Context: an optimization exercise on an open-source flow, tuned for small area and a short achievable clock period. The choices shown serve that exercise and are no tape-out recipe.
Only simulation tests tie the RTL to the original design; equivalence was not proved.
The flow treats the clock pin as an ideal source, which a real chip does not have.
Power is estimated from default activity; no workload was simulated.

`constraint.sdc`:
```
create_clock -name core_clock -period 6.5 [get_ports {cpu_clock_i}]
set_input_delay 1.3000 -clock core_clock [delete_from_list [all_inputs] [get_ports {cpu_clock_i}]]
set_output_delay 1.3000 -clock core_clock [all_outputs]
set_load 0.01 [all_outputs]
```
`flow/mycts.tcl`:
```
# Builds a three-level clock tree by hand (root, mid, leaf buffers of
# sky130_fd_sc_hd__clkbuf_16), from recursive bisection of the flip-flops by
# position, before ORFS's CTS step runs.
set mycts_leaf_max [expr {[info exists ::env(MYCTS_LEAF)] ? $::env(MYCTS_LEAF) : 24}]
set mycts_mid_max  [expr {[info exists ::env(MYCTS_MID)] ? $::env(MYCTS_MID) : 14}]
set mycts_buf sky130_fd_sc_hd__clkbuf_16

set ::mycts_block [ord::get_db_block]
set db [ord::get_db]
set ::mycts_bufm [$db findMaster $mycts_buf]
set clknet [$::mycts_block findNet cpu_clock_i]

# Sinks: {x y iterm}
set sinks {}
foreach it [$clknet getITerms] {
  set inst [$it getInst]
  set bb [$inst getBBox]
  set x [expr {([$bb xMin] + [$bb xMax]) / 2}]
  set y [expr {([$bb yMin] + [$bb yMax]) / 2}]
  lappend sinks [list $x $y $it]
}
puts "mycts: [llength $sinks] sinks"

proc mycts_split {items maxn} {
  if {[llength $items] <= $maxn} { return [list $items] }
  set xs [lmap i $items {lindex $i 0}]
  set ys [lmap i $items {lindex $i 1}]
  set dx [expr {[tcl::mathfunc::max {*}$xs] - [tcl::mathfunc::min {*}$xs]}]
  set dy [expr {[tcl::mathfunc::max {*}$ys] - [tcl::mathfunc::min {*}$ys]}]
  set k [expr {$dx >= $dy ? 0 : 1}]
  set s [lsort -integer -index $k $items]
  # Split so both halves hold whole groups of maxn where possible
  set n [llength $s]
  set groups [expr {($n + $maxn - 1) / $maxn}]
  set left [expr {($groups / 2) * $n / $groups}]
  if {$left < 1} { set left [expr {$n / 2}] }
  return [concat [mycts_split [lrange $s 0 [expr {$left - 1}]] $maxn] [mycts_split [lrange $s $left end] $maxn]]
}

proc mycts_center {items} {
  set sx 0; set sy 0
  foreach i $items { set sx [expr {$sx + [lindex $i 0]}]; set sy [expr {$sy + [lindex $i 1]}] }
  set n [llength $items]
  return [list [expr {$sx / $n}] [expr {$sy / $n}]]
}

set mycts_n 0
proc mycts_buffer {name x y items} {
  set block $::mycts_block; set bufm $::mycts_bufm
  set inst [odb::dbInst_create $block $bufm $name]
  set w [[$inst getMaster] getWidth]
  set h [[$inst getMaster] getHeight]
  $inst setOrigin [expr {$x - $w / 2}] [expr {$y - $h / 2}]
  $inst setPlacementStatus PLACED
  set net [odb::dbNet_create $block "${name}_net"]
  $net setSigType CLOCK
  [$inst findITerm X] connect $net
  foreach i $items {
    set it [lindex $i 2]
    $it disconnect
    $it connect $net
  }
  return [$inst findITerm A]
}

set leaves {}
set li 0
foreach g [mycts_split $sinks $mycts_leaf_max] {
  lassign [mycts_center $g] x y
  set a [mycts_buffer "mycts_leaf_$li" $x $y $g]
  lappend leaves [list $x $y $a]
  incr li
}
set mids {}
set mi 0
foreach g [mycts_split $leaves $mycts_mid_max] {
  lassign [mycts_center $g] x y
  set a [mycts_buffer "mycts_mid_$mi" $x $y $g]
  lappend mids [list $x $y $a]
  incr mi
}
lassign [mycts_center $mids] x y
set a [mycts_buffer "mycts_root" $x $y $mids]
$a connect $clknet
puts "mycts: $li leaf buffers, $mi mid buffers, 1 root"
set_propagated_clock [all_clocks]
```
`standard.sh`:
```
#!/bin/bash
# synth_recipe.tcl (not shown) runs the flow's synth.tcl, then flattens the netlist and writes it again
# the make line also repeats each setting of config.mk as NAME=value (left out here)
make -C /OpenROAD-flow-scripts/flow DESIGN_CONFIG=/design/flow/config.mk WORK_HOME=/design/flow/orfs CLKGATE_MAP_FILE= SYNTH_SCRIPT=/design/flow/synth_recipe.tcl "${@:-finish}"
```
`flow/run.sh`:
```
#!/bin/bash
# The standard layout, with a hand-built three-level clock tree in place of
# TritonCTS's (see mycts.tcl): ORFS's CTS step sources mycts.tcl first, and
# TritonCTS then finds no clock net left to buffer.
set -euo pipefail
here=$(pwd)
export PRE_CTS_TCL=$here/flow/mycts.tcl
export CTS_ARGS="-clk_nets cpu_clock_i -repair_clock_nets -dont_use_dummy_load"
bash standard.sh > $here/standard.log 2>&1
```
`config.mk`:
```
export PLATFORM = sky130hd
export DESIGN_NAME = branch_cluster_top
export DESIGN_NICKNAME = branch_cluster_top
export VERILOG_FILES = /design/flow/design.v
export SDC_FILE = /design/flow/constraint.sdc
export NUM_CORES = 4
export LEC_CHECK = 0
export CAP_MARGIN = 20
export CORE_MARGIN = 2
export CORE_UTILIZATION = 55
export SETUP_SLACK_MARGIN = 4.0
export SLEW_MARGIN = 20
```
`design.v`:
```
`default_nettype none
package branch_pkg;
    typedef logic [31:0] word_t;
    typedef logic [29:0] pc_word_t;     
    typedef logic [5:0]  rob_id_t;
    typedef logic [5:0]  preg_t;        
    typedef logic [1:0]  bm_cntr_t;     
    typedef struct packed {
        word_t    operand_1;
        word_t    operand_2;
        word_t    offset;
        pc_word_t pc;
        logic     auipc;
        logic     lui;
        logic     jal;
        logic     jalr;
        logic [2:0] bnch_cond;          
        rob_id_t  rob_id;
        preg_t    dest;
    } branch_op_t;
    typedef struct packed {
        word_t    result;
        logic     wb_valid;
        preg_t    dest;
        rob_id_t  rob_id;
        logic     excp;                 
    } resolve_t;
    typedef struct packed {
        pc_word_t pc;
        word_t    tp;                   
        word_t    tg;                   
        logic     eq_hi;                
        logic     gt_hi;                
        logic     eq_lo;                
        logic     gt_lo;                
        logic     sign_1;
        logic     sign_2;
        logic [2:0] bnch_cond;
        logic     jump;
        logic     upper;                
        logic     wb;                   
        rob_id_t  rob_id;
        preg_t    dest;
    } lkp_op_t;
    typedef struct packed {
        pc_word_t pc;
        logic [15:0] tt_lo;
        logic     tt_c16;               
        logic [15:0] tt_hi;             
        logic     taken;
        logic     jump;
        logic     upper;
        logic     wb;
        rob_id_t  rob_id;
        preg_t    dest;
    } hold_op_t;
    typedef struct packed {
        logic     valid;
        pc_word_t vpc;
        pc_word_t target;               
        logic     jump;
        logic     way;                  
        bm_cntr_t cntr;                 
    } btb_update_t;
endpackage
`default_nettype wire
`timescale 1ns/10ps
`default_nettype none
module btb_table (
    input   wire logic                      cpu_clock_i,
    input   wire logic                      reset_i,
    input   wire logic [31:0]               lookup_set_i,    
    input   wire branch_pkg::pc_word_t      lookup_vpc_i,
    input   wire branch_pkg::word_t         lookup_tp_i,     
    input   wire branch_pkg::word_t         lookup_tg_i,     
    output  logic [1:0]                     rd_valid_o,
    output  logic [1:0]                     rd_jump_o,
    output  logic [3:0]                     rd_cntr_o,       
    output  logic [3:0]                     rd_tag_eq_o,     
    output  logic [7:0]                     rd_tgt_eq_o,     
    input   wire branch_pkg::btb_update_t   upd_i,
    input   wire logic [4:0]                repl_idx_i,
    output  logic                           repl_o,
    output  logic                           busy_o
);
    localparam int SETS  = 32;
    localparam int TAG_W = 25;
    logic [TAG_W-1:0]      tag_q    [SETS][2];
    branch_pkg::pc_word_t  target_q [SETS][2];
    logic                  t_q      [SETS][2];
    logic [1:0]            c_q      [SETS][2];
    logic                  repl_q   [SETS];
    logic [4:0]       wr_idx;
    logic [TAG_W-1:0] wr_tag;
    logic             wr_way;
    assign busy_o = upd_i.valid;
    for (genvar w = 0; w < 2; w++) begin : g_rd
        logic [TAG_W-1:0]     r_tag;
        branch_pkg::pc_word_t r_target;
        logic                 r_t;
        logic [1:0]           r_c;
        always_comb begin
            r_tag    = '0;
            r_target = '0;
            r_t      = 1'b0;
            r_c      = '0;
            for (int s = 0; s < SETS; s++) begin
                r_tag    = r_tag    | ({TAG_W{lookup_set_i[s]}} & tag_q[s][w]);
                r_target = r_target | ({30{lookup_set_i[s]}} & target_q[s][w]);
                r_t      = r_t      | (lookup_set_i[s] & t_q[s][w]);
                r_c      = r_c      | ({2{lookup_set_i[s]}} & c_q[s][w]);
            end
        end
        assign rd_valid_o[w]       = !r_t || r_c[0];
        assign rd_jump_o[w]        = r_t;
        assign rd_cntr_o[2*w +: 2] = r_c;
        assign rd_tag_eq_o[2*w]    = (r_tag[12:0] == lookup_vpc_i[17:5]);
        assign rd_tag_eq_o[2*w+1]  = (r_tag[24:13] == lookup_vpc_i[29:18]);
        logic [31:0] r_c32;
        logic [31:0] need_c;
        logic [31:0] miss;
        assign r_c32  = {r_target, 2'b00};
        assign need_c = {lookup_tg_i[30:0] | (lookup_tp_i[30:0] & ~r_c32[30:0]), 1'b0};
        assign miss   = lookup_tp_i ^ r_c32 ^ need_c;
        for (genvar q = 0; q < 4; q++) begin : g_q
            assign rd_tgt_eq_o[4*w+q] = ~|miss[8*q +: 8];
        end
    end
    always_comb begin
        repl_o = 1'b0;
        for (int s = 0; s < SETS; s++) begin
            repl_o = repl_o | ((repl_idx_i == 5'(s)) & repl_q[s]);
        end
    end
    assign wr_idx = upd_i.vpc[4:0];
    assign wr_tag = upd_i.vpc[29:5];
    assign wr_way = upd_i.way;
    for (genvar s = 0; s < SETS; s++) begin : g_set
        logic set_we;
        assign set_we = upd_i.valid && (wr_idx == 5'(s));
        for (genvar w = 0; w < 2; w++) begin : g_way
            logic we;
            logic st_en;
            assign we    = set_we && (wr_way == w[0]);
            assign st_en = we || reset_i;
            always_ff @(posedge cpu_clock_i) begin
                if (we) begin
                    tag_q[s][w]    <= wr_tag;
                    target_q[s][w] <= upd_i.target;
                    c_q[s][w][1]   <= upd_i.cntr[1];
                end
                if (st_en) begin
                    t_q[s][w]      <= reset_i || upd_i.jump;
                    c_q[s][w][0]   <= !reset_i && upd_i.cntr[0];
                end
            end
        end
        always_ff @(posedge cpu_clock_i) begin
            if (set_we || reset_i) begin
                repl_q[s] <= !reset_i && !wr_way;
            end
        end
    end
endmodule
`default_nettype wire
`timescale 1ns/10ps
`default_nettype none
module branch_dispatch (
    input   wire logic                      cpu_clock_i,
    input   wire logic                      reset_i,
    input   wire logic                      flush_i,
    input   wire branch_pkg::branch_op_t    op_i,
    input   wire logic                      op_valid_i,
    input   wire logic                      btb_busy_i,
    output  branch_pkg::lkp_op_t            lkp_op_o,
    output  logic [31:0]                    lkp_set_o,      
    output  logic                           issue_valid_o
);
    branch_pkg::lkp_op_t ex;
    branch_pkg::word_t   base;
    logic                lkp_valid_q;
    logic                hold_valid_q;
    logic                accept;
    logic                read_fire;
    function automatic logic gt16(input logic [15:0] a, input logic [15:0] b);
        logic [15:0] g;
        logic [15:0] e;
        g = a & ~b;
        e = ~(a ^ b);
        for (int w = 1; w < 16; w = w * 2) begin
            for (int i = 0; i + w < 16; i = i + 2 * w) begin
                g[i] = g[i + w] | (e[i + w] & g[i]);
                e[i] = e[i + w] & e[i];
            end
        end
        gt16 = g[0];
    endfunction
    assign accept    = op_valid_i && !btb_busy_i;
    assign read_fire = lkp_valid_q && !btb_busy_i;
    always_comb begin
        if (op_i.lui) begin
            base = '0;
        end else if (op_i.jalr && !op_i.auipc) begin
            base = op_i.operand_1;
        end else begin
            base = {op_i.pc, 2'b00};
        end
    end
    assign ex.pc        = op_i.pc;
    assign ex.tp        = base ^ op_i.offset;
    assign ex.tg        = base & op_i.offset;
    assign ex.eq_hi     = op_i.operand_1[30:16] == op_i.operand_2[30:16];
    assign ex.gt_hi     = gt16({1'b0, op_i.operand_1[30:16]}, {1'b0, op_i.operand_2[30:16]});
    assign ex.eq_lo     = op_i.operand_1[15:0] == op_i.operand_2[15:0];
    assign ex.gt_lo     = gt16(op_i.operand_1[15:0], op_i.operand_2[15:0]);
    assign ex.sign_1    = op_i.operand_1[31];
    assign ex.sign_2    = op_i.operand_2[31];
    assign ex.bnch_cond = op_i.bnch_cond;
    assign ex.jump      = op_i.jal || op_i.jalr;
    assign ex.upper     = op_i.lui || op_i.auipc;
    assign ex.wb        = (ex.upper || ex.jump) && (op_i.dest != '0);
    assign ex.rob_id    = op_i.rob_id;
    assign ex.dest      = op_i.dest;
    always_ff @(posedge cpu_clock_i) begin
        if (reset_i || flush_i) begin
            lkp_valid_q  <= 1'b0;
            hold_valid_q <= 1'b0;
        end else begin
            if (accept) begin
                lkp_valid_q <= 1'b1;
            end else if (read_fire) begin
                lkp_valid_q <= 1'b0;
            end
            hold_valid_q <= read_fire;
        end
    end
    always_ff @(posedge cpu_clock_i) begin
        if (!btb_busy_i) begin
            lkp_op_o  <= ex;
            lkp_set_o <= 32'd1 << op_i.pc[4:0];
        end
    end
    assign issue_valid_o = hold_valid_q;
endmodule
`default_nettype wire
`timescale 1ns/10ps
`default_nettype none
module branch_unit (
    input   wire logic                      cpu_clock_i,
    input   wire logic                      reset_i,
    input   wire logic                      flush_i,
    input   wire branch_pkg::lkp_op_t       lkp_op_i,
    input   wire logic [1:0]                rd_valid_i,
    input   wire logic [1:0]                rd_jump_i,
    input   wire logic [3:0]                rd_cntr_i,
    input   wire logic [3:0]                rd_tag_eq_i,
    input   wire logic [7:0]                rd_tgt_eq_i,
    input   wire logic                      valid_i,
    output  logic [4:0]                     repl_idx_o,
    input   wire logic                      repl_i,
    output  branch_pkg::resolve_t           res_o,
    output  logic                           res_valid_o,
    output  logic                           ready_o,
    output  branch_pkg::btb_update_t        upd_o
);
    branch_pkg::hold_op_t hold_d;
    branch_pkg::hold_op_t hold_q;
    logic [1:0]           hold_valid_q;
    logic [1:0]           hold_jump_q;
    logic [3:0]           hold_cntr_q;
    logic [3:0]           hold_tag_eq_q;
    logic [7:0]           hold_tgt_eq_q;
    logic [1:0]           hold_match;
    branch_pkg::word_t    res_result_q;
    logic                 res_wb_q;
    branch_pkg::preg_t    res_dest_q;
    branch_pkg::rob_id_t  res_rob_id_q;
    logic                 res_excp_q;
    branch_pkg::pc_word_t upd_vpc_q;
    branch_pkg::pc_word_t upd_target_q;
    logic                 upd_jump_q;
    logic                 upd_valid_q;
    logic [1:0]           upd_cntr_q;
    logic                 upd_way_q;
    logic [1:0] ok;
    logic       excp;
    logic [1:0] cntr;
    logic       fire;
    logic       same_set;
    logic       same_pc;
    logic [1:0] match_now;
    logic       hit_now;
    logic       repl_now;
    logic       way_next;
    logic [1:0] cntr_next;
    logic       eq;
    logic       gt_low;
    logic       gt;
    logic       lt;
    logic       cond_true;
    logic [15:0] tt_hi;
    branch_pkg::word_t tt;
    function automatic logic [16:0] ks16(input logic [15:0] p, input logic [15:0] g);
        logic [15:0] pp;
        logic [15:0] gg;
        logic [15:0] pn;
        logic [15:0] gn;
        logic [16:0] r;
        pp = p;
        gg = g;
        for (int d = 1; d < 16; d = d * 2) begin
            pn = pp;
            gn = gg;
            for (int i = d; i < 16; i++) begin
                gn[i] = gg[i] | (pp[i] & gg[i-d]);
                pn[i] = pp[i] & pp[i-d];
            end
            pp = pn;
            gg = gn;
        end
        r = {gg[15], p ^ {gg[14:0], 1'b0}};
        ks16 = r;
    endfunction
    assign eq     = lkp_op_i.eq_hi && lkp_op_i.eq_lo && (lkp_op_i.sign_1 == lkp_op_i.sign_2);
    assign gt_low = lkp_op_i.gt_hi || (lkp_op_i.eq_hi && lkp_op_i.gt_lo);
    always_comb begin
        if (lkp_op_i.sign_1 == lkp_op_i.sign_2) begin
            gt = gt_low;
        end else begin
            gt = lkp_op_i.bnch_cond[1] ? lkp_op_i.sign_1 : lkp_op_i.sign_2;
        end
    end
    assign lt = !(gt || eq);
    always_comb begin
        case ({lkp_op_i.bnch_cond[2], lkp_op_i.bnch_cond[0]})
            2'b00:   cond_true = eq;
            2'b01:   cond_true = !eq;
            2'b10:   cond_true = lt;
            default: cond_true = !lt;
        endcase
    end
    assign {hold_d.tt_c16, hold_d.tt_lo} = ks16(lkp_op_i.tp[15:0], lkp_op_i.tg[15:0]);
    assign hold_d.tt_hi  = 16'(ks16(lkp_op_i.tp[31:16], lkp_op_i.tg[31:16]));
    assign hold_d.pc     = lkp_op_i.pc;
    assign hold_d.taken  = lkp_op_i.jump || (cond_true && !lkp_op_i.upper);
    assign hold_d.jump   = lkp_op_i.jump;
    assign hold_d.upper  = lkp_op_i.upper;
    assign hold_d.wb     = lkp_op_i.wb;
    assign hold_d.rob_id = lkp_op_i.rob_id;
    assign hold_d.dest   = lkp_op_i.dest;
    always_ff @(posedge cpu_clock_i) begin
        hold_q        <= hold_d;
        hold_valid_q  <= rd_valid_i;
        hold_jump_q   <= rd_jump_i;
        hold_cntr_q   <= rd_cntr_i;
        hold_tag_eq_q <= rd_tag_eq_i;
        hold_tgt_eq_q <= rd_tgt_eq_i;
    end
    for (genvar w = 0; w < 2; w++) begin : g_ok
        assign hold_match[w] = hold_valid_q[w] && (&hold_tag_eq_q[2*w +: 2]);
        assign ok[w] = (hold_jump_q[w] == hold_q.jump)
                    && (!hold_q.taken || (&hold_tgt_eq_q[4*w +: 4]))
                    && (hold_q.jump || (hold_cntr_q[2*w+1] == hold_q.taken));
    end
    always_comb begin
        if (hold_match[1]) begin
            excp = !ok[1];
            cntr = hold_cntr_q[3:2];
        end else if (hold_match[0]) begin
            excp = !ok[0];
            cntr = hold_cntr_q[1:0];
        end else begin
            excp = 1'b1;
            cntr = 2'b00;
        end
    end
    assign same_set = upd_valid_q && (upd_vpc_q[4:0] == hold_q.pc[4:0]);
    assign same_pc  = upd_vpc_q[29:5] == hold_q.pc[29:5];
    for (genvar w = 0; w < 2; w++) begin : g_m
        assign match_now[w] = (same_set && (upd_way_q == w[0])) ? same_pc : hold_match[w];
    end
    assign repl_idx_o = hold_q.pc[4:0];
    assign repl_now   = same_set ? !upd_way_q : repl_i;
    assign hit_now  = |match_now;
    assign way_next = match_now[1] || (!match_now[0] && repl_now);
    always_comb begin
        if (hold_q.jump) begin
            cntr_next = 2'b11;
        end else if (!hit_now) begin
            cntr_next = hold_q.taken ? 2'b10 : 2'b01;
        end else if (hold_q.taken) begin
            cntr_next = (cntr == 2'b11) ? 2'b11 : cntr + 2'b01;
        end else begin
            cntr_next = (cntr == 2'b00) ? 2'b00 : cntr - 2'b01;
        end
    end
    assign tt_hi = hold_q.tt_hi + {15'd0, hold_q.tt_c16};
    assign tt    = {tt_hi, hold_q.tt_lo};
    assign fire = valid_i && !flush_i;
    always_ff @(posedge cpu_clock_i) begin
        if (reset_i) begin
            res_valid_o <= 1'b0;
            upd_valid_q <= 1'b0;
            ready_o     <= 1'b1;
        end else begin
            res_valid_o <= fire;
            upd_valid_q <= fire && !hold_q.upper;
            ready_o     <= !(fire && !hold_q.upper);
        end
    end
    always_ff @(posedge cpu_clock_i) begin
        res_result_q <= hold_q.upper ? tt : {hold_q.pc + 30'd1, 2'b00};
        res_wb_q     <= hold_q.wb;
        res_dest_q   <= hold_q.dest;
        res_rob_id_q <= hold_q.rob_id;
        res_excp_q   <= excp && !hold_q.upper;
        upd_vpc_q    <= hold_q.pc;
        upd_target_q <= tt[31:2];
        upd_jump_q   <= hold_q.jump;
        upd_way_q    <= way_next;
        upd_cntr_q   <= cntr_next;
    end
    assign res_o.result   = res_result_q;
    assign res_o.wb_valid = res_wb_q;
    assign res_o.dest     = res_dest_q;
    assign res_o.rob_id   = res_rob_id_q;
    assign res_o.excp     = res_excp_q;
    assign upd_o.valid    = upd_valid_q;
    assign upd_o.vpc      = upd_vpc_q;
    assign upd_o.target   = upd_target_q;
    assign upd_o.jump     = upd_jump_q;
    assign upd_o.way      = upd_way_q;
    assign upd_o.cntr     = upd_cntr_q;
endmodule
`default_nettype wire
`timescale 1ns/10ps
`default_nettype none
module branch_cluster #(
    parameter int BTB_SETS = 32     
) (
    input   wire logic                      cpu_clock_i,
    input   wire logic                      reset_i,
    input   wire logic                      flush_i,
    input   wire branch_pkg::branch_op_t    op_i,
    input   wire logic                      op_valid_i,
    output  logic                           op_ready_o,
    output  branch_pkg::resolve_t           res_o,
    output  logic                           res_valid_o
);
    branch_pkg::lkp_op_t       lkp_op;
    logic [31:0]               lkp_set;
    logic [1:0]                rd_valid;
    logic [1:0]                rd_jump;
    logic [3:0]                rd_cntr;
    logic [3:0]                rd_tag_eq;
    logic [7:0]                rd_tgt_eq;
    logic                      issue_valid;
    branch_pkg::btb_update_t   upd;
    logic [4:0]                repl_idx;
    logic                      repl;
    logic                      btb_busy;
    branch_dispatch u_dispatch (
        .cpu_clock_i   (cpu_clock_i),
        .reset_i       (reset_i),
        .flush_i       (flush_i),
        .op_i          (op_i),
        .op_valid_i    (op_valid_i),
        .btb_busy_i    (btb_busy),
        .lkp_op_o      (lkp_op),
        .lkp_set_o     (lkp_set),
        .issue_valid_o (issue_valid)
    );
    btb_table u_btb (
        .cpu_clock_i  (cpu_clock_i),
        .reset_i      (reset_i),
        .lookup_set_i (lkp_set),
        .lookup_vpc_i (lkp_op.pc),
        .lookup_tp_i  (lkp_op.tp),
        .lookup_tg_i  (lkp_op.tg),
        .rd_valid_o   (rd_valid),
        .rd_jump_o    (rd_jump),
        .rd_cntr_o    (rd_cntr),
        .rd_tag_eq_o  (rd_tag_eq),
        .rd_tgt_eq_o  (rd_tgt_eq),
        .upd_i        (upd),
        .repl_idx_i   (repl_idx),
        .repl_o       (repl),
        .busy_o       (btb_busy)
    );
    branch_unit u_branch (
        .cpu_clock_i (cpu_clock_i),
        .reset_i     (reset_i),
        .flush_i     (flush_i),
        .lkp_op_i    (lkp_op),
        .rd_valid_i  (rd_valid),
        .rd_jump_i   (rd_jump),
        .rd_cntr_i   (rd_cntr),
        .rd_tag_eq_i (rd_tag_eq),
        .rd_tgt_eq_i (rd_tgt_eq),
        .valid_i     (issue_valid),
        .repl_idx_o  (repl_idx),
        .repl_i      (repl),
        .res_o       (res_o),
        .res_valid_o (res_valid_o),
        .ready_o     (op_ready_o),
        .upd_o       (upd)
    );
endmodule
`default_nettype wire
`timescale 1ns/10ps
`default_nettype none
module branch_cluster_top (
    input   wire logic                      cpu_clock_i,
    input   wire logic                      reset_i,
    input   wire logic                      flush_i,
    input   wire logic [144:0]              op_i,
    input   wire logic                      op_valid_i,
    output  logic                           op_ready_o,
    output  logic [45:0]                    res_o,
    output  logic                           res_valid_o
);
    branch_pkg::resolve_t res;
    branch_cluster #(
        .BTB_SETS (32)
    ) u_cluster (
        .cpu_clock_i (cpu_clock_i),
        .reset_i     (reset_i),
        .flush_i     (flush_i),
        .op_i        (branch_pkg::branch_op_t'(op_i)),
        .op_valid_i  (op_valid_i),
        .op_ready_o  (op_ready_o),
        .res_o       (res),
        .res_valid_o (res_valid_o)
    );
    assign res_o = res;
endmodule
`default_nettype wire
```
==> results of run 1 <==
final cells by class:
cell class	instances	share of cell area (%)
diodes	52	0.0744
plain buffers	186	2.66
inverters	48	0.112
multi-input cells	3516	16.7
flip-flops and latches	4107	69.4
well taps	3570	2.55
repair buffers	1048	8.49
critical path: stages, from the launching register on:
cell and delay [ps]:
edfxtp_1 480, buf_6 190, buf_16 170, buf_4 230, a22oi_1 230, nand4_1 300, nor3_4 600, ha_4 290
xor2_1 170, nor4_2 280
routing by layer:
layer,track usage (%),vias up,share of wire (%)
li1,-,35300,-
met1,60.5,51000,32
met2,66.4,11400,42
met3,14.9,2692,17
met4,34.8,28,9.6
met5,0,-,0.055
cells by family after synthesis:
family                   synth area share (%)
AO/OA/AOI/OAI                            11.0
multiplexers                           0.0359
XOR/XNOR                                 1.22
AND/OR/NAND/NOR                          4.03
buffers and inverters                    1.74
flip-flops                               80.9
adder cells (fa/ha/maj)                  1.09
repair_timing:
action                                  in CTS  in global routing
gates resized for setup                   1030                288
endpoints found under the setup margin    3619               1500
gates cloned                                90                 30
pin swaps                                  227                151
buffers inserted                           323                105
final timing paths:
kind	startpoint	to	slack [ps]	depth (start not counted)
max	u_cluster.u_dispatch.lkp_set_o[21]$_SDFFCE_PN0N_	u_cluster.u_branch.hold_tgt_eq_q[4]$_DFF_P_	3450	9
min	u_cluster.u_branch.hold_q[8]$_DFF_P_	u_cluster.u_branch.res_rob_id_q[2]$_DFF_P_	330	0
max reg2reg	u_cluster.u_dispatch.lkp_set_o[21]$_SDFFCE_PN0N_	u_cluster.u_branch.hold_tgt_eq_q[4]$_DFF_P_	3450	9
min reg2reg	u_cluster.u_branch.hold_q[8]$_DFF_P_	u_cluster.u_branch.res_rob_id_q[2]$_DFF_P_	330	0
power by group through the flow:
| stage | Combinational [mW] | Sequential (mW) | Clock (mW) |
|---|---|---|---|
| after floorplan | 1.18 | 31.1 | 0 |
| after global placement | 2.68 | 31.2 | 0 |
| after detailed placement | 2.71 | 31.2 | 0 |
| after CTS | 3.21 | 30.6 | 12.9 |
| after global routing | 3.58 | 30.6 | 13.7 |
| final | 3.53 | 30.6 | 13.1 |
cell usage after synthesis (4+ instances only):
cell type / instances
edfxtp_1: 3893
a22oi_1: 951
a22o_1: 460
a221oi_1: 431
nand4_1: 385
dfxtp_1: 214
nor2_1: 203
clkbuf_1: 173
nand2_1: 159
ha_1: 130
xnor2_1: 128
nor3_1: 121
buf_2: 117
buf_1: 107
xor2_1: 81
nand3_1: 63
buf_6: 62
a21oi_1: 56
inv_1: 48
nor2b_1: 47
nand2b_1: 45
o21ai_0: 39
or2_2: 38
a221oi_2: 27
and3_1: 24
a21o_1: 20
buf_4: 13
nor3_2: 12
a211oi_1: 8
or4_1: 7
a31oi_1: 5
o211ai_1: 5
o21ai_1: 5
a211oi_2: 4
and2_1: 4
nor4_2: 4
o21a_1: 4
registers in the layout, indices dropped and copies added (netlist names), 2 cells and up:
signal,count
u_cluster.u_branch.hold_cntr_q,4
u_cluster.u_branch.hold_jump_q,2
u_cluster.u_branch.hold_q,79
u_cluster.u_branch.hold_tag_eq_q,4
u_cluster.u_branch.hold_tgt_eq_q,8
u_cluster.u_branch.hold_valid_q,2
u_cluster.u_branch.res_dest_q,6
u_cluster.u_branch.res_result_q,32
u_cluster.u_branch.res_rob_id_q,6
u_cluster.u_branch.upd_cntr_q,2
u_cluster.u_branch.upd_target_q,30
u_cluster.u_branch.upd_vpc_q,30
u_cluster.u_btb.c_q,128
u_cluster.u_btb.repl_q,32
u_cluster.u_btb.t_q,64
u_cluster.u_btb.tag_q,1600
u_cluster.u_btb.target_q,1920
u_cluster.u_dispatch.lkp_op_o,117
u_cluster.u_dispatch.lkp_set_o,32
metrics by stage:
step,area (um2),setup WS [ps],cells,hold slack (ps)
final,175000,3450,12500,332
after global routing,175000,3520,12500,334
after CTS,172000,3650,12300,332
after detailed placement,158000,2600,11700,312
after global placement,158000,2680,11700,310
after floorplan,150000,3390,8143,310
==> impl_metrics.ini, run 1 <==
[final_layout]
layout-drive-gt1-share_pct = 19.4
fin_util_pct = 64.5
register_area_um2 = 121000
layout_common_cells = edfxtp_1 (3,893), a22oi_1 (939), a22o_1 (456), nand4_1 (385), buf_4 (380)
layout_commonest_cell = edfxtp_1
nets = 9186
synthToLayoutAreaGrowth_pct = 16.7
multi_input_area_um2 = 29300
fillCellCount = 18600

[floorplanning]
fp.dieH_um = 526
std_cell_rows = 191
io_pins = 197
die_w_um = 526
die_area_um2 = 277000
start_util_pct = 55.3
core_area_um2 = 271000

[outcome]
outcome = no timing/DRC/antenna violations

[detailed_routing]
first_pass_iters = 8
ant_nets = 0
routedWlPerCell_um = 54.2
finalWirelength_mm = 679
num_vias = 100000
drtIter0Drc = 23600
vias_per_cell = 8.02
drc = 0

[global_routing]
antenna_found_initial = 60
track_usage_pct = 46.7
grt_max_degree = 79
grt_pass1_wl_mm = 850
grt_overflow = 0
first_global_vias = 88400

[pwr]
power_frac_clock_pct = 27.7
peakVddDrop_uv = 418
switching_share_pct = 23.5
internal_power_mw = 36.2
seq_power_share_pct = 64.8
p_leak_nw = 55.9
power_frac_comb_pct = 7.5
p_sw_mw = 11.1
cellPowerDensity_nw_per_um2 = 270
report.power.total_mw = 47.2

[place]
port_buffers = 196
gp_congestion = 0.950
dp_hpwl_mm = 309

[synthesis]
synth_cell_types = 67
syn_avg_cell_area_um2 = 18.4
synth_top_area_cell = edfxtp_1
synth_area_leaders = edfxtp_1 (78%), a22oi_1 (4.8%), dfxtp_1 (2.9%), a22o_1 (2.7%), a221oi_1 (2.5%)
synthArstFlopShare_pct = 0
synthCells = 8143
synth_top_area_share_pct = 78.0
syn_area_um2 = 150000
ys.flop_type = edfxtp_1
synth_edf_count = 3893
ys_seq_area_share_pct = 80.9
syn_nets = 8422
ys_ff_latch = 4107
yosysWarnings = 8

[critical_path]
path_class = reg2reg
end_kind = flip-flop
crit_path_max_fanout = 9
cp.required_ps = 7530
cp-start-kind = flip-flop
critPathArrivalTime_ps = 4080

[hold_path]
hold_class = reg2reg

[sta]
tightest_slew_ps = 1160
skew_ps = 169
min_period_ps = 3050
rsz0062_at_grt = true
slew_headroom_pct = 22.7
hold_violations = 0
max_freq_ghz = 0.328
tns_ps = 0
period_share_pct = 46.9
slew_violations = 0
setup_viol_count_final = 0

[clock_network]
insertion_delay_ps = 1130
clkTransAtPathRegs_ps = 100
hold_buffers = 0

[run]
drv_cap = 0
==> inputs of run 2 (changes only) <==
--- a/design.v
+++ b/design.v
@@ -29,10 +29,8 @@
         pc_word_t pc;
         word_t    tp;                   
         word_t    tg;                   
-        logic     eq_hi;                
-        logic     gt_hi;                
-        logic     eq_lo;                
-        logic     gt_lo;                
+        logic [3:0] eq_q;               
+        logic [3:0] gt_q;               
         logic     sign_1;
         logic     sign_2;
         logic [2:0] bnch_cond;
@@ -182,19 +180,21 @@
     logic                hold_valid_q;
     logic                accept;
     logic                read_fire;
-    function automatic logic gt16(input logic [15:0] a, input logic [15:0] b);
-        logic [15:0] g;
-        logic [15:0] e;
+    function automatic logic gt8(input logic [7:0] a, input logic [7:0] b);
+        logic [7:0] g;
+        logic [7:0] e;
         g = a & ~b;
         e = ~(a ^ b);
-        for (int w = 1; w < 16; w = w * 2) begin
-            for (int i = 0; i + w < 16; i = i + 2 * w) begin
+        for (int w = 1; w < 8; w = w * 2) begin
+            for (int i = 0; i + w < 8; i = i + 2 * w) begin
                 g[i] = g[i + w] | (e[i + w] & g[i]);
                 e[i] = e[i + w] & e[i];
             end
         end
-        gt16 = g[0];
+        gt8 = g[0];
     endfunction
+    logic [31:0] op_a;
+    logic [31:0] op_b;
     assign accept    = op_valid_i && !btb_busy_i;
     assign read_fire = lkp_valid_q && !btb_busy_i;
     always_comb begin
@@ -209,10 +209,12 @@
     assign ex.pc        = op_i.pc;
     assign ex.tp        = base ^ op_i.offset;
     assign ex.tg        = base & op_i.offset;
-    assign ex.eq_hi     = op_i.operand_1[30:16] == op_i.operand_2[30:16];
-    assign ex.gt_hi     = gt16({1'b0, op_i.operand_1[30:16]}, {1'b0, op_i.operand_2[30:16]});
-    assign ex.eq_lo     = op_i.operand_1[15:0] == op_i.operand_2[15:0];
-    assign ex.gt_lo     = gt16(op_i.operand_1[15:0], op_i.operand_2[15:0]);
+    assign op_a = {1'b0, op_i.operand_1[30:0]};
+    assign op_b = {1'b0, op_i.operand_2[30:0]};
+    for (genvar k = 0; k < 4; k++) begin : g_cmp
+        assign ex.eq_q[k] = op_a[8*k +: 8] == op_b[8*k +: 8];
+        assign ex.gt_q[k] = gt8(op_a[8*k +: 8], op_b[8*k +: 8]);
+    end
     assign ex.sign_1    = op_i.operand_1[31];
     assign ex.sign_2    = op_i.operand_2[31];
     assign ex.bnch_cond = op_i.bnch_cond;
@@ -321,8 +323,11 @@
         r = {gg[15], p ^ {gg[14:0], 1'b0}};
         ks16 = r;
     endfunction
-    assign eq     = lkp_op_i.eq_hi && lkp_op_i.eq_lo && (lkp_op_i.sign_1 == lkp_op_i.sign_2);
-    assign gt_low = lkp_op_i.gt_hi || (lkp_op_i.eq_hi && lkp_op_i.gt_lo);
+    assign eq     = (&lkp_op_i.eq_q) && (lkp_op_i.sign_1 == lkp_op_i.sign_2);
+    assign gt_low = lkp_op_i.gt_q[3]
+                 || (lkp_op_i.eq_q[3] && lkp_op_i.gt_q[2])
+                 || (lkp_op_i.eq_q[3] && lkp_op_i.eq_q[2] && lkp_op_i.gt_q[1])
+                 || (lkp_op_i.eq_q[3] && lkp_op_i.eq_q[2] && lkp_op_i.eq_q[1] && lkp_op_i.gt_q[0]);
     always_comb begin
         if (lkp_op_i.sign_1 == lkp_op_i.sign_2) begin
             gt = gt_low;
==> flow/run.sh (replaced) <==
#!/bin/bash
# The standard layout, with a hand-built clock tree in place of TritonCTS's
# (see mycts.tcl): ORFS's CTS step sources mycts.tcl first. TritonCTS is then
# pointed at a net with no clock sinks (res_valid_o), so it leaves the tree
# as built; the rest of the CTS step (placement legalization, timing repair)
# runs as usual.
set -euo pipefail
here=$(pwd)
export PRE_CTS_TCL=$here/flow/mycts.tcl
export CTS_ARGS="-clk_nets res_valid_o -dont_use_dummy_load"
bash standard.sh > $here/standard.log 2>&1
--- a/flow/mycts.tcl
+++ b/flow/mycts.tcl
@@ -1,8 +1,7 @@
-# Builds a three-level clock tree by hand (root, mid, leaf buffers of
+# Builds a three-level clock tree by hand (root, mid and leaf buffers of
 # sky130_fd_sc_hd__clkbuf_16), from recursive bisection of the flip-flops by
 # position, before ORFS's CTS step runs.
 set mycts_leaf_max [expr {[info exists ::env(MYCTS_LEAF)] ? $::env(MYCTS_LEAF) : 24}]
-set mycts_mid_max  [expr {[info exists ::env(MYCTS_MID)] ? $::env(MYCTS_MID) : 14}]
 set mycts_buf sky130_fd_sc_hd__clkbuf_16
 
 set ::mycts_block [ord::get_db_block]
@@ -71,16 +70,25 @@
   lappend leaves [list $x $y $a]
   incr li
 }
+# MYCTS_NMID (24) mid buffers over the leaf buffers, and four roots over the mids,
+# each root fed by the clock port
 set mids {}
 set mi 0
-foreach g [mycts_split $leaves $mycts_mid_max] {
+set mycts_nmid [expr {[info exists ::env(MYCTS_NMID)] ? $::env(MYCTS_NMID) : 24}]
+set per [expr {([llength $leaves] + $mycts_nmid - 1) / $mycts_nmid}]
+foreach g [mycts_split $leaves $per] {
   lassign [mycts_center $g] x y
   set a [mycts_buffer "mycts_mid_$mi" $x $y $g]
   lappend mids [list $x $y $a]
   incr mi
 }
-lassign [mycts_center $mids] x y
-set a [mycts_buffer "mycts_root" $x $y $mids]
-$a connect $clknet
-puts "mycts: $li leaf buffers, $mi mid buffers, 1 root"
+set roots 0
+set per [expr {([llength $mids] + 3) / 4}]
+foreach g [mycts_split $mids $per] {
+  lassign [mycts_center $g] x y
+  set a [mycts_buffer "mycts_root_$roots" $x $y $g]
+  $a connect $clknet
+  incr roots
+}
+puts "mycts: $li leaf buffers, $mi mid buffers, $roots roots"
 set_propagated_clock [all_clocks]
--- a/config.mk
+++ b/config.mk
@@ -8,5 +8,5 @@
 export CAP_MARGIN = 20
 export CORE_MARGIN = 2
 export CORE_UTILIZATION = 55
-export SETUP_SLACK_MARGIN = 4.0
+export SETUP_SLACK_MARGIN = 3.95
 export SLEW_MARGIN = 20
==> impl_metrics.ini, run 2 <==
[critical_path]
r2r-start = u_cluster.u_dispatch.lkp_set_o[19]$_SDFFCE_PN0N_
worstReg2RegEnd = u_cluster.u_branch.hold_tgt_eq_q[6]$_DFF_P_
crit_path_max_fanout = 55
r2r_slack_ps = 3490
cp_top_family = simple AND/OR/NAND/NOR gates
cp.required_ps = 7130
critical_path.cell_chain = buf_12, a22o_1, a221oi_2, nand4_1, nor3_4, ha_1, nor2_1, xnor2_1, nand4_1, nor2_1
r2r_cells = 10
crit_buf_inv = 1
cp_slowest_cell = edfxtp_1
cp-start-kind = flip-flop
end_kind = flip-flop
max_stage_delay_ps = 440
critPathArrivalTime_ps = 3650
path_class = reg2reg

[global_routing]
track_usage_pct = 46.0
antenna_found_initial = 47
grt_overflow = 0
grt_pass1_wl_mm = 839
grt_max_degree = 79
first_global_vias = 87800

[sta]
min_period_ps = 3010
period_share_pct = 46.4
slew_headroom_pct = 21.3
hold_ws_ps = 334
skew_ps = 63.0
tightest_slew_ps = 1170
rsz0062_at_grt = true
slew_violations = 0
hold_violations = 0
max_freq_ghz = 0.332
setup_viol_count_final = 0
tns_ps = 0

[place]
gp_congestion = 0.948
placed_cell_area_um2 = 158000
port_buffers = 196
dp_hpwl_mm = 301

[floorplanning]
core_area_um2 = 271000
die_area_um2 = 277000
fp.dieH_um = 526
die_w_um = 526
io_pins = 197
start_util_pct = 55.4
std_cell_rows = 191

[clock_network]
insertion_delay_ps = 690
clkTransAtPathRegs_ps = 100
hold_buffers = 0

[final_layout]
nets = 9091
layout_common_cells = edfxtp_1 (3,897), a22oi_1 (939), a22o_1 (450), nand4_1 (390), buf_4 (313)
synthToLayoutAreaGrowth_pct = 15.8
fin_util_pct = 64.1
largest_register_ffs = 1920
reg_top3 = u_cluster.u_btb.target_q: 1920 flops, u_cluster.u_btb.tag_q: 1600 flops, u_cluster.u_btb.c_q: 128 flops
layout_commonest_cell = edfxtp_1
layout-drive-gt1-share_pct = 17.9
final_area_um2 = 174000
top_register = u_cluster.u_btb.target_q

[detailed_routing]
finalWirelength_mm = 667
drtIter0Drc = 24200
num_vias = 99000
drc = 0
routedWlPerCell_um = 53.5
ant_nets = 0
first_pass_iters = 8
vias_per_cell = 7.96

[synthesis]
synthCells = 8150
synth_area_leaders = edfxtp_1 (78%), a22oi_1 (4.8%), dfxtp_1 (2.9%), a22o_1 (2.6%), a221oi_1 (2.5%)
ys.flop_type = edfxtp_1
synth_commonest_cells = edfxtp_1 (3,897), a22oi_1 (958), a22o_1 (453)
yosysWarnings = 8
synth_top_area_share_pct = 78.0
synth_top_area_cell = edfxtp_1
syn_avg_cell_area_um2 = 18.4
synth_cell_types = 72
synthArstFlopShare_pct = 0
syn_area_um2 = 150000
syn_nets = 8429
yosysMostFrequentCell = edfxtp_1
ys_seq_area_share_pct = 80.8
ys_ff_latch = 4111
synth_edf_count = 3897

[hold_path]
hold_end = u_cluster.u_branch.res_wb_q$_DFF_P_
hold_start = u_cluster.u_branch.hold_q[12]$_DFF_P_
whs_path_depth = 0
hold_class = reg2reg

[pwr]
p_leak_nw = 55.3
cellPowerDensity_nw_per_um2 = 274
peakVddDrop_uv = 328

[outcome]
outcome = no timing/DRC/antenna violations

[run]
drv_cap = 0
run 2: what timing repair did:
item,in CTS,in global routing
hold endpoints to repair,0,0
gates cloned,92,22
gates resized for setup,825,247
endpoints found under the setup margin,3666,659
buffers inserted,266,83
pin swaps,242,145
run 2: metal layers:
metal | share of wire (%) | vias up | GRT usage [%] | wire length [um]
met5 | 0.024 | - | 0 | 158
met4 | 8.9 | 22 | 30.7 | 59500
met3 | 17 | 2522 | 14.5 | 113000
met2 | 42 | 11100 | 65.8 | 280000
met1 | 32 | 50300 | 60.8 | 214000
li1 | - | 35100 | - | -
run 2: cells by family after synthesis:
logic type,share of synthesized area (%)
mux,0.0809
fa+ha+maj,1.08
simple gates,4.05
compound gates,11.0
xor+xnor,1.22
buf+inv,1.76
flops,80.8
run 2: final cells by class:
cell class | count | area (um2)
timing repair buffer | 935 | 13400
antenna | 70 | 175
buffer | 198 | 4950
sequential | 4111 | 121000
timing repair inverter | 1 | 5.00
tap | 3570 | 4470
inverter | 50 | 206
fill | 18600 | 97200
multi-input combinational | 3515 | 29100
run 2: how the worst max path moves through the flow:
stage          slack (ps)                                             start                                          end  depth (start not counted)
3_5_place_dp         2480                                          op_i[15]  u_cluster.u_dispatch.lkp_op_o[86]$_DFFE_PN_                          6
4_1_cts              3540  u_cluster.u_dispatch.lkp_set_o[22]$_SDFFCE_PN0N_  u_cluster.u_branch.hold_tgt_eq_q[6]$_DFF_P_                         11
5_1_grt              3550  u_cluster.u_dispatch.lkp_set_o[19]$_SDFFCE_PN0N_  u_cluster.u_branch.hold_tgt_eq_q[6]$_DFF_P_                         10
3_3_place_gp         2480                                          op_i[15]  u_cluster.u_dispatch.lkp_op_o[86]$_DFFE_PN_                          6
6_report             3490  u_cluster.u_dispatch.lkp_set_o[19]$_SDFFCE_PN0N_  u_cluster.u_branch.hold_tgt_eq_q[6]$_DFF_P_                         10
2_1_floorplan        3390              u_cluster.u_branch.upd_way_q$_DFF_P_         u_cluster.u_btb.c_q[14][0]$_DFFE_PP_                          4
run 2: power breakdown:
group          internal (mW)  total, mW  switching [mW]
logic                   1.11       3.31            2.20
clock network           5.49       13.5            7.99
registers               29.9       30.8           0.850
run 2: per-stage QoR:
stage	worst slack [ps]	instances	total power, mW
6_report	3490	12500	47.6
5_1_grt	3550	12400	48.3
4_1_cts	3540	12300	47.0
3_5_place_dp	2480	11700	34.0
3_3_place_gp	2480	11700	33.9
2_1_floorplan	3390	8150	32.3
==> inputs of run 3 (changes only) <==
--- a/design.v
+++ b/design.v
@@ -68,6 +68,7 @@
     input   wire logic                      cpu_clock_i,
     input   wire logic                      reset_i,
     input   wire logic [31:0]               lookup_set_i,    
+    input   wire logic [31:0]               lookup_set_1_i,  
     input   wire branch_pkg::pc_word_t      lookup_vpc_i,
     input   wire branch_pkg::word_t         lookup_tp_i,     
     input   wire branch_pkg::word_t         lookup_tg_i,     
@@ -97,16 +98,18 @@
         branch_pkg::pc_word_t r_target;
         logic                 r_t;
         logic [1:0]           r_c;
+        logic [SETS-1:0]      sel;
+        assign sel = (w == 0) ? lookup_set_i : lookup_set_1_i;
         always_comb begin
             r_tag    = '0;
             r_target = '0;
             r_t      = 1'b0;
             r_c      = '0;
             for (int s = 0; s < SETS; s++) begin
-                r_tag    = r_tag    | ({TAG_W{lookup_set_i[s]}} & tag_q[s][w]);
-                r_target = r_target | ({30{lookup_set_i[s]}} & target_q[s][w]);
-                r_t      = r_t      | (lookup_set_i[s] & t_q[s][w]);
-                r_c      = r_c      | ({2{lookup_set_i[s]}} & c_q[s][w]);
+                r_tag    = r_tag    | ({TAG_W{sel[s]}} & tag_q[s][w]);
+                r_target = r_target | ({30{sel[s]}} & target_q[s][w]);
+                r_t      = r_t      | (sel[s] & t_q[s][w]);
+                r_c      = r_c      | ({2{sel[s]}} & c_q[s][w]);
             end
         end
         assign rd_valid_o[w]       = !r_t || r_c[0];
@@ -118,7 +121,10 @@
         logic [31:0] need_c;
         logic [31:0] miss;
         assign r_c32  = {r_target, 2'b00};
-        assign need_c = {lookup_tg_i[30:0] | (lookup_tp_i[30:0] & ~r_c32[30:0]), 1'b0};
+        for (genvar i = 1; i < 32; i++) begin : g_nc
+            assign need_c[i] = r_c32[i-1] ? lookup_tg_i[i-1] : (lookup_tg_i[i-1] | lookup_tp_i[i-1]);
+        end
+        assign need_c[0] = 1'b0;
         assign miss   = lookup_tp_i ^ r_c32 ^ need_c;
         for (genvar q = 0; q < 4; q++) begin : g_q
             assign rd_tgt_eq_o[4*w+q] = ~|miss[8*q +: 8];
@@ -172,6 +178,7 @@
     input   wire logic                      btb_busy_i,
     output  branch_pkg::lkp_op_t            lkp_op_o,
     output  logic [31:0]                    lkp_set_o,      
+    output  logic [31:0]                    lkp_set_1_o,    
     output  logic                           issue_valid_o
 );
     branch_pkg::lkp_op_t ex;
@@ -179,6 +186,7 @@
     logic                lkp_valid_q;
     logic                hold_valid_q;
     logic                accept;
+    logic [4:0]          set_idx;
     logic                read_fire;
     function automatic logic gt8(input logic [7:0] a, input logic [7:0] b);
         logic [7:0] g;
@@ -238,8 +246,16 @@
     end
     always_ff @(posedge cpu_clock_i) begin
         if (!btb_busy_i) begin
-            lkp_op_o  <= ex;
-            lkp_set_o <= 32'd1 << op_i.pc[4:0];
+            lkp_op_o <= ex;
+        end
+    end
+    assign set_idx = btb_busy_i ? lkp_op_o.pc[4:0] : op_i.pc[4:0];
+    always_ff @(posedge cpu_clock_i) begin
+        lkp_set_o <= 32'd1 << set_idx;
+    end
+    for (genvar s = 0; s < 32; s++) begin : g_set_1
+        always_ff @(posedge cpu_clock_i) begin
+            lkp_set_1_o[s] <= (set_idx == 5'(s));
         end
     end
     assign issue_valid_o = hold_valid_q;
@@ -454,6 +470,7 @@
 );
     branch_pkg::lkp_op_t       lkp_op;
     logic [31:0]               lkp_set;
+    logic [31:0]               lkp_set_1;
     logic [1:0]                rd_valid;
     logic [1:0]                rd_jump;
     logic [3:0]                rd_cntr;
@@ -473,12 +490,14 @@
         .btb_busy_i    (btb_busy),
         .lkp_op_o      (lkp_op),
         .lkp_set_o     (lkp_set),
+        .lkp_set_1_o   (lkp_set_1),
         .issue_valid_o (issue_valid)
     );
     btb_table u_btb (
         .cpu_clock_i  (cpu_clock_i),
         .reset_i      (reset_i),
         .lookup_set_i (lkp_set),
+        .lookup_set_1_i (lkp_set_1),
         .lookup_vpc_i (lkp_op.pc),
         .lookup_tp_i  (lkp_op.tp),
         .lookup_tg_i  (lkp_op.tg),
==> flow/run.sh (replaced) <==
#!/bin/bash
# The standard layout, with two changes:
# - a hand-built clock tree in place of TritonCTS's (see mycts.tcl): ORFS's
#   CTS step sources mycts.tcl first. TritonCTS is then pointed at a net with
#   no clock sinks (res_valid_o), so it leaves the tree as built; the rest of
#   the CTS step (placement legalization, timing repair) runs as usual.
# - the port buffers are buf_2 (timing repair resizes them where needed).
set -euo pipefail
here=$(pwd)
export PRE_CTS_TCL=$here/flow/mycts.tcl
export CTS_ARGS="-clk_nets res_valid_o -dont_use_dummy_load"
export BUFFER_PORTS_ARGS="-buffer_cell sky130_fd_sc_hd__buf_2"
bash standard.sh > $here/standard.log 2>&1
==> impl_metrics.ini, run 3 <==
[outcome]
outcome = no timing/DRC/antenna violations

[synthesis]
synthCells = 8335
synth_top_area_cell = edfxtp_1
ys_seq_area_share_pct = 80.8
synthArstFlopShare_pct = 0
synth_cell_types = 71
yosysMostFrequentCell = edfxtp_1
ys.flop_type = edfxtp_1
synth_area_leaders = edfxtp_1 (77%), a22oi_1 (6.5%), dfxtp_1 (3.7%), a22o_1 (1.7%), a221oi_1 (1.6%)
synth_commonest_cells = edfxtp_1 (3,865), a22oi_1 (1,296), nand4_1 (382)
ys_ff_latch = 4143
syn_nets = 8556
syn_avg_cell_area_um2 = 18.0
syn_area_um2 = 150000
synth_top_area_share_pct = 77.1
synth_edf_count = 3865
yosysWarnings = 8

[sta]
hold_violations = 0
setup_viol_count_final = 0
tns_ps = 0
tightest_slew_ps = 1220
period_share_pct = 44.1
rsz0062_at_grt = true
min_period_ps = 2860
slew_headroom_pct = 18.7
slew_violations = 0
max_freq_ghz = 0.349
skew_ps = 81.4

[pwr]
report.power.total_mw = 47.9
cellPowerDensity_nw_per_um2 = 278
p_leak_nw = 54.8
peakVddDrop_uv = 229

[floorplanning]
std_cell_rows = 192
core_area_um2 = 273000
die_area_um2 = 278000
start_util_pct = 55.1
die_w_um = 527
io_pins = 197
fp.dieH_um = 527

[critical_path]
cp.required_ps = 7080
cp.depth = 8
worstReg2RegEnd = u_cluster.u_branch.hold_tag_eq_q[1]$_DFF_P_
critPathLaunch = u_cluster.u_dispatch.lkp_set_o[29]$_SDFF_PN0_
worstSetupEndpoint = u_cluster.u_branch.hold_tag_eq_q[1]$_DFF_P_
r2r_cells = 8
max_stage_delay_ps = 440
crit_path_max_fanout = 27
cp_top_family = simple AND/OR/NAND/NOR gates
critPathArrivalTime_ps = 3440
crit_buf_inv = 1
cp_slowest_cell = nor3_4
r2r_slack_ps = 3640
cpMostUsedCell = nand4_1
path_class = reg2reg
end_kind = flip-flop
r2r-start = u_cluster.u_dispatch.lkp_set_o[29]$_SDFF_PN0_
cp-start-kind = flip-flop
critical_path.cell_chain = buf_12, a22o_1, a221oi_2, nand4_1, nor3_4, xor2_2, nand4_1, nor3_1

[global_routing]
track_usage_pct = 43.2
antenna_found_initial = 45
grt_pass1_wl_mm = 801
grt_overflow = 0
first_global_vias = 88400
grt_max_degree = 74

[run]
drv_cap = 0

[place]
port_buffers = 196
dp_hpwl_mm = 307
gp_congestion = 0.978

[clock_network]
insertion_delay_ps = 680
clkTransAtPathRegs_ps = 100
hold_buffers = 0

[final_layout]
register_area_um2 = 122000
multi_input_area_um2 = 29400
largest_register_ffs = 1920
nets = 9318
reg_top3 = u_cluster.u_btb.target_q: 1920 flops, u_cluster.u_btb.tag_q: 1600 flops, u_cluster.u_btb.c_q: 128 flops
layout_common_cells = edfxtp_1 (3,865), a22oi_1 (1,223), buf_4 (422), nand4_1 (382), a22o_1 (281)
layout_commonest_cell = edfxtp_1
synthToLayoutAreaGrowth_pct = 14.5
top_register = u_cluster.u_btb.target_q
fillCellCount = 19000
layout-drive-gt1-share_pct = 20.2

[detailed_routing]
routedWlPerCell_um = 48.5
first_pass_iters = 9
vias_per_cell = 7.60
drtIter0Drc = 20700
num_vias = 96600
drc = 0
ant_nets = 0
finalWirelength_mm = 616

[hold_path]
hold_class = reg2reg
[run 3: changes by cell type after synthesis, moves of 30 or more]
cell      previous run  this run
dfxtp_1            214       278
and3_1              16        46
xnor2_1            105       135
edfxtp_1          3897      3865
ha_1               130        72
a221oi_1           422       275
a22oi_1            958      1296
a21oi_1             56       118
nand2_1            160       191
buf_1              104        68
nand3_1             55       102
nor2_1             210       168
a22o_1             453       284
clkbuf_1           155       211
[run 3: metrics by stage]
stage / setup slack (ps) / cells / util, % / area (um2) / hold WS, ps
finish: 3640 / 12700 / 63.1 / 172000 / 325
global route: 3660 / 12700 / 63.1 / 172000 / 333
CTS: 3690 / 12600 / 62.5 / 171000 / 325
detailed placement: 2690 / 11900 / 57.4 / 157000 / 312
global placement: 2510 / 11900 / 57.4 / 157000 / 310
floorplan: 3340 / 8335 / - / 151000 / 310
[run 3: area by class of cell]
cell class,instances,share of cell area [%]
diodes,30,0.0436
plain buffers,199,2.89
inverters,53,0.127
multi-input cells,3708,17.0
flip-flops and latches,4143,70.8
well taps,3589,2.61
repair buffers,992,6.44
[run 3: worst min-delay path by stage]
stage | start | end | cells after the start
after global placement | u_cluster.u_branch.hold_q[6]$_DFF_P_ | u_cluster.u_branch.res_rob_id_q[0]$_DFF_P_ | 0
after CTS | u_cluster.u_branch.hold_q[43]$_DFF_P_ | u_cluster.u_branch.upd_target_q[8]$_DFF_P_ | 0
after detailed placement | u_cluster.u_branch.hold_q[7]$_DFF_P_ | u_cluster.u_branch.res_rob_id_q[1]$_DFF_P_ | 0
after global routing | u_cluster.u_branch.hold_q[43]$_DFF_P_ | u_cluster.u_branch.upd_target_q[8]$_DFF_P_ | 0
final | u_cluster.u_branch.hold_q[43]$_DFF_P_ | u_cluster.u_branch.upd_target_q[8]$_DFF_P_ | 0
after floorplan | u_cluster.u_branch.hold_q[0]$_DFF_P_ | u_cluster.u_branch.res_dest_q[0]$_DFF_P_ | 0
[run 3: logic make-up (layout without fill, tap and decap cells)]
kind of cell / Yosys count / count (layout) / share of synthesized area (%)
adders and majority gates: 72 / 72 / 0.599
and+or+nand+nor: 1214 / 1253 / 4.52
xor gates and xnor gates: 249 / 249 / 1.45
buffers and inverters: 523 / 1244 / 1.70
AOI/OAI and AO/OA: 2125 / 2125 / 10.8
muxes: 9 / 9 / 0.0699
DFF: 4143 / 4143 / 80.8
other: 0 / 30 / 0
[run 3: timing repair]
action,CTS,global route
hold endpoints to repair,0,0
setup endpoints to repair,3712,436
setup buffers,447,56
gates cloned,55,3
pin swaps,184,149
resized for setup,614,213
[run 3: where the power goes]
group / internal [mW] / switching [mW]
sequential: 30.1 / 0.758
combinational: 1.08 / 2.49
clock: 5.51 / 8.03
[run 3: per-layer routing]
layer	up-vias	part of all wire, %	track usage, %
met4	36	8.1	27.0
met3	2051	15	13.9
li1	35900	-	-
met1	49300	33	55.3
met5	-	0.057	0
met2	9351	44	64.3
==> inputs of run 4 (changes only) <==
--- a/config.mk
+++ b/config.mk
@@ -7,6 +7,6 @@
 export LEC_CHECK = 0
 export CAP_MARGIN = 20
 export CORE_MARGIN = 2
-export CORE_UTILIZATION = 55
+export CORE_UTILIZATION = 62
 export SETUP_SLACK_MARGIN = 3.95
 export SLEW_MARGIN = 20
==> impl_metrics.ini, run 4 <==
[final_layout]
layout_common_cells = edfxtp_1 (3,865), a22oi_1 (1,233), buf_4 (447), nand4_1 (382), a22o_1 (282)
fillCellCount = 15000
layout_commonest_cell = edfxtp_1
largest_register_ffs = 1920
multi_input_area_um2 = 29100
top_register = u_cluster.u_btb.target_q
nets = 9354
reg_top3 = u_cluster.u_btb.target_q: 1920 flops, u_cluster.u_btb.tag_q: 1600 flops, u_cluster.u_btb.c_q: 128 flops
register_area_um2 = 122000
layout-drive-gt1-share_pct = 20.4
synthToLayoutAreaGrowth_pct = 14.5

[place]
dp_hpwl_mm = 302
gp_congestion = 0.932
port_buffers = 196

[floorplanning]
core_area_um2 = 241000
io_pins = 197
std_cell_rows = 180
die_w_um = 497
fp.dieH_um = 497
start_util_pct = 62.4
die_area_um2 = 247000

[synthesis]
yosysWarnings = 8
syn_nets = 8556
synth_commonest_cells = edfxtp_1 (3,865), a22oi_1 (1,296), nand4_1 (382)
ys_ff_latch = 4143
ys_seq_area_share_pct = 80.8
synth_top_area_cell = edfxtp_1
synthArstFlopShare_pct = 0
synth_area_leaders = edfxtp_1 (77%), a22oi_1 (6.5%), dfxtp_1 (3.7%), a22o_1 (1.7%), a221oi_1 (1.6%)
synth_cell_types = 71
ys.flop_type = edfxtp_1
synthCells = 8335
syn_avg_cell_area_um2 = 18.0
synth_top_area_share_pct = 77.1
syn_area_um2 = 150000
synth_edf_count = 3865
yosysMostFrequentCell = edfxtp_1

[global_routing]
use_met2_pct = 67.1
grt.busiest_layer = met2
grtUsageMet1_pct = 65.5
grt_max_degree = 76
grt_util_met3_pct = 20.5
grt_pass1_wl_mm = 801
track_usage_pct = 49.2
grt_overflow = 0
antenna_found_initial = 60
first_global_vias = 89300

[detailed_routing]
first_pass_iters = 10
drc = 0
ant_nets = 0
num_vias = 99900
routedWlPerCell_um = 50.3
vias_per_cell = 8.07
drtIter0Drc = 23300
finalWirelength_mm = 622

[run]
drv_cap = 0

[pwr]
p_leak_nw = 55.0
peakVddDrop_uv = 290
cellPowerDensity_nw_per_um2 = 278

[critical_path]
crit_buf_inv = 2
max_stage_delay_ps = 490
r2r_cells = 10
crit_path_max_fanout = 6
r2r_slack_ps = 3680
cp-start-kind = flip-flop
r2r-start = u_cluster.u_dispatch.lkp_set_o[11]$_SDFF_PP0_
cp.required_ps = 7080
cp_slowest_cell = dfxtp_4
critical_path.cell_chain = buf_4, buf_12, a22oi_1, nand4_1, nor4_4, a21oi_2, xnor2_1, o21ai_1, a21oi_2, nor4_2
worstSetupEndpoint = u_cluster.u_branch.hold_tgt_eq_q[1]$_DFF_P_
worstReg2RegEnd = u_cluster.u_branch.hold_tgt_eq_q[1]$_DFF_P_
critPathLaunch = u_cluster.u_dispatch.lkp_set_o[11]$_SDFF_PP0_
cp.depth = 10
path_class = reg2reg
end_kind = flip-flop
cp_top_family = simple AND/OR/NAND/NOR gates
critPathArrivalTime_ps = 3400
cpMostUsedCell = a21oi_2

[sta]
hold_ws_ps = 332
min_period_ps = 2820
setup_viol_count_final = 0
slew_violations = 0
hold_violations = 0
period_share_pct = 43.3
rsz0062_at_grt = true
slew_headroom_pct = 12.3
tns_ps = 0
skew_ps = 59.8
tightest_slew_ps = 1300
max_freq_ghz = 0.355

[clock_network]
clkTransAtPathRegs_ps = 100
hold_buffers = 0
insertion_delay_ps = 670

[hold_path]
hold_class = reg2reg

[outcome]
outcome = no timing/DRC/antenna violations
## run 4: cell counts after synthesis
Identical to the previous run, type by type.
## run 4: cell type report
type / count / area share (%)
sequential: 4143 / 70.9
multi-input combinational: 3703 / 16.9
antenna: 56 / 0.0814
buffer: 199 / 2.89
timing repair buffer: 1033 / 6.82
inverter: 53 / 0.131
tap: 3185 / 2.31
## run 4: metal layers
layer / share of wire (%) / wire length [um]
met1: 32 / 199000
met2: 41 / 253000
met3: 19 / 117000
met4: 8.6 / 53500
met5: 0.066 / 413
## run 4: logic make-up (layout without fill, tap and decap cells)
group / count (synthesis) / count (layout) / share of synthesized area (%)
muxes: 9 / 9 / 0.0699
adders and majority gates: 72 / 72 / 0.599
and+or+nand+nor: 1214 / 1248 / 4.52
buffers and inverters: 523 / 1285 / 1.70
other: 0 / 56 / 0
xor gates and xnor gates: 249 / 249 / 1.45
AOI/OAI and AO/OA: 2125 / 2125 / 10.8
DFF: 4143 / 4143 / 80.8
## run 4: worst min-delay path by stage
stage,end,slack [ps],start,depth (start not counted)
6_report,u_cluster.u_branch.res_rob_id_q[5]$_DFF_P_,330,u_cluster.u_branch.hold_q[11]$_DFF_P_,0
5_1_grt,u_cluster.u_branch.res_rob_id_q[0]$_DFF_P_,340,u_cluster.u_branch.hold_q[6]$_DFF_P_,0
4_1_cts,u_cluster.u_branch.res_rob_id_q[0]$_DFF_P_,330,u_cluster.u_branch.hold_q[6]$_DFF_P_,0
3_5_place_dp,u_cluster.u_branch.res_rob_id_q[0]$_DFF_P_,310,u_cluster.u_branch.hold_q[6]$_DFF_P_,0
3_3_place_gp,u_cluster.u_branch.res_rob_id_q[0]$_DFF_P_,310,u_cluster.u_branch.hold_q[6]$_DFF_P_,0
2_1_floorplan,u_cluster.u_branch.res_dest_q[0]$_DFF_P_,310,u_cluster.u_branch.hold_q[0]$_DFF_P_,0
## run 4: metrics by stage
step | power [mW] | utilization [%] | setup slack (ps) | instance area (um2) | instances
after floorplan | 32.4 | - | 3340 | 151000 | 8335
after global placement | 34.1 | 64.9 | 2470 | 156000 | 11500
after detailed placement | 34.2 | 64.9 | 2430 | 156000 | 11500
after CTS | 47.3 | 70.6 | 3750 | 170000 | 12200
after global routing | 48.5 | 71.4 | 3730 | 172000 | 12300
final | 47.8 | 71.5 | 3680 | 172000 | 12400
## run 4: what timing repair did
action,CTS,global route
resized for setup,568,195
endpoints found under the setup margin,3962,648
gates cloned,60,12
pin swaps,202,117
hold endpoints to repair,0,0
buffers inserted,426,99
## run 4: power by group
group          switching [mW]  internal (mW)  leakage, nW  total [mW]
Clock                    7.97           5.51         2.45        13.5
Sequential              0.891           30.1         37.3        31.0
Combinational            2.34           1.07         15.3        3.41
Total                    11.2           36.6         55.0        47.8

## re-timing with driven ports
The results above use ideal ports. As a check the final layouts listed here were re-extracted and re-timed, cells and wires unchanged. Step 1, drivers: a clkbuf_16 drives cpu_clock_i and a buf_2 each remaining input, both assumed. Step 2 also shifts input and output timing later by t, the mid clock arrival at the registers, as if the neighbouring blocks saw the same clock. Slacks: ideal ports / drivers / drivers and shift; pairs: ideal ports / drivers.
run | shift t [ns] | setup WS [ns] | worst setup path at the end | pins driven straight from the clock port
run 1 | 1.171 | 3.453 / 3.431 / 2.847 | input to register | 1
run 2 | 0.889 | 3.486 / 3.486 / 3.235 | input to register | 4
run 3 | 0.871 | 3.635 / 3.635 / 3.324 | input to register | 4
run 4 | 0.901 | 3.685 / 3.683 / 3.325 | input to register | 4
After both steps every run listed still meets setup and hold. For run 1, which loses most, drivers alone change the setup slack by -0.022 ns; drivers and shift together by -0.606 ns.
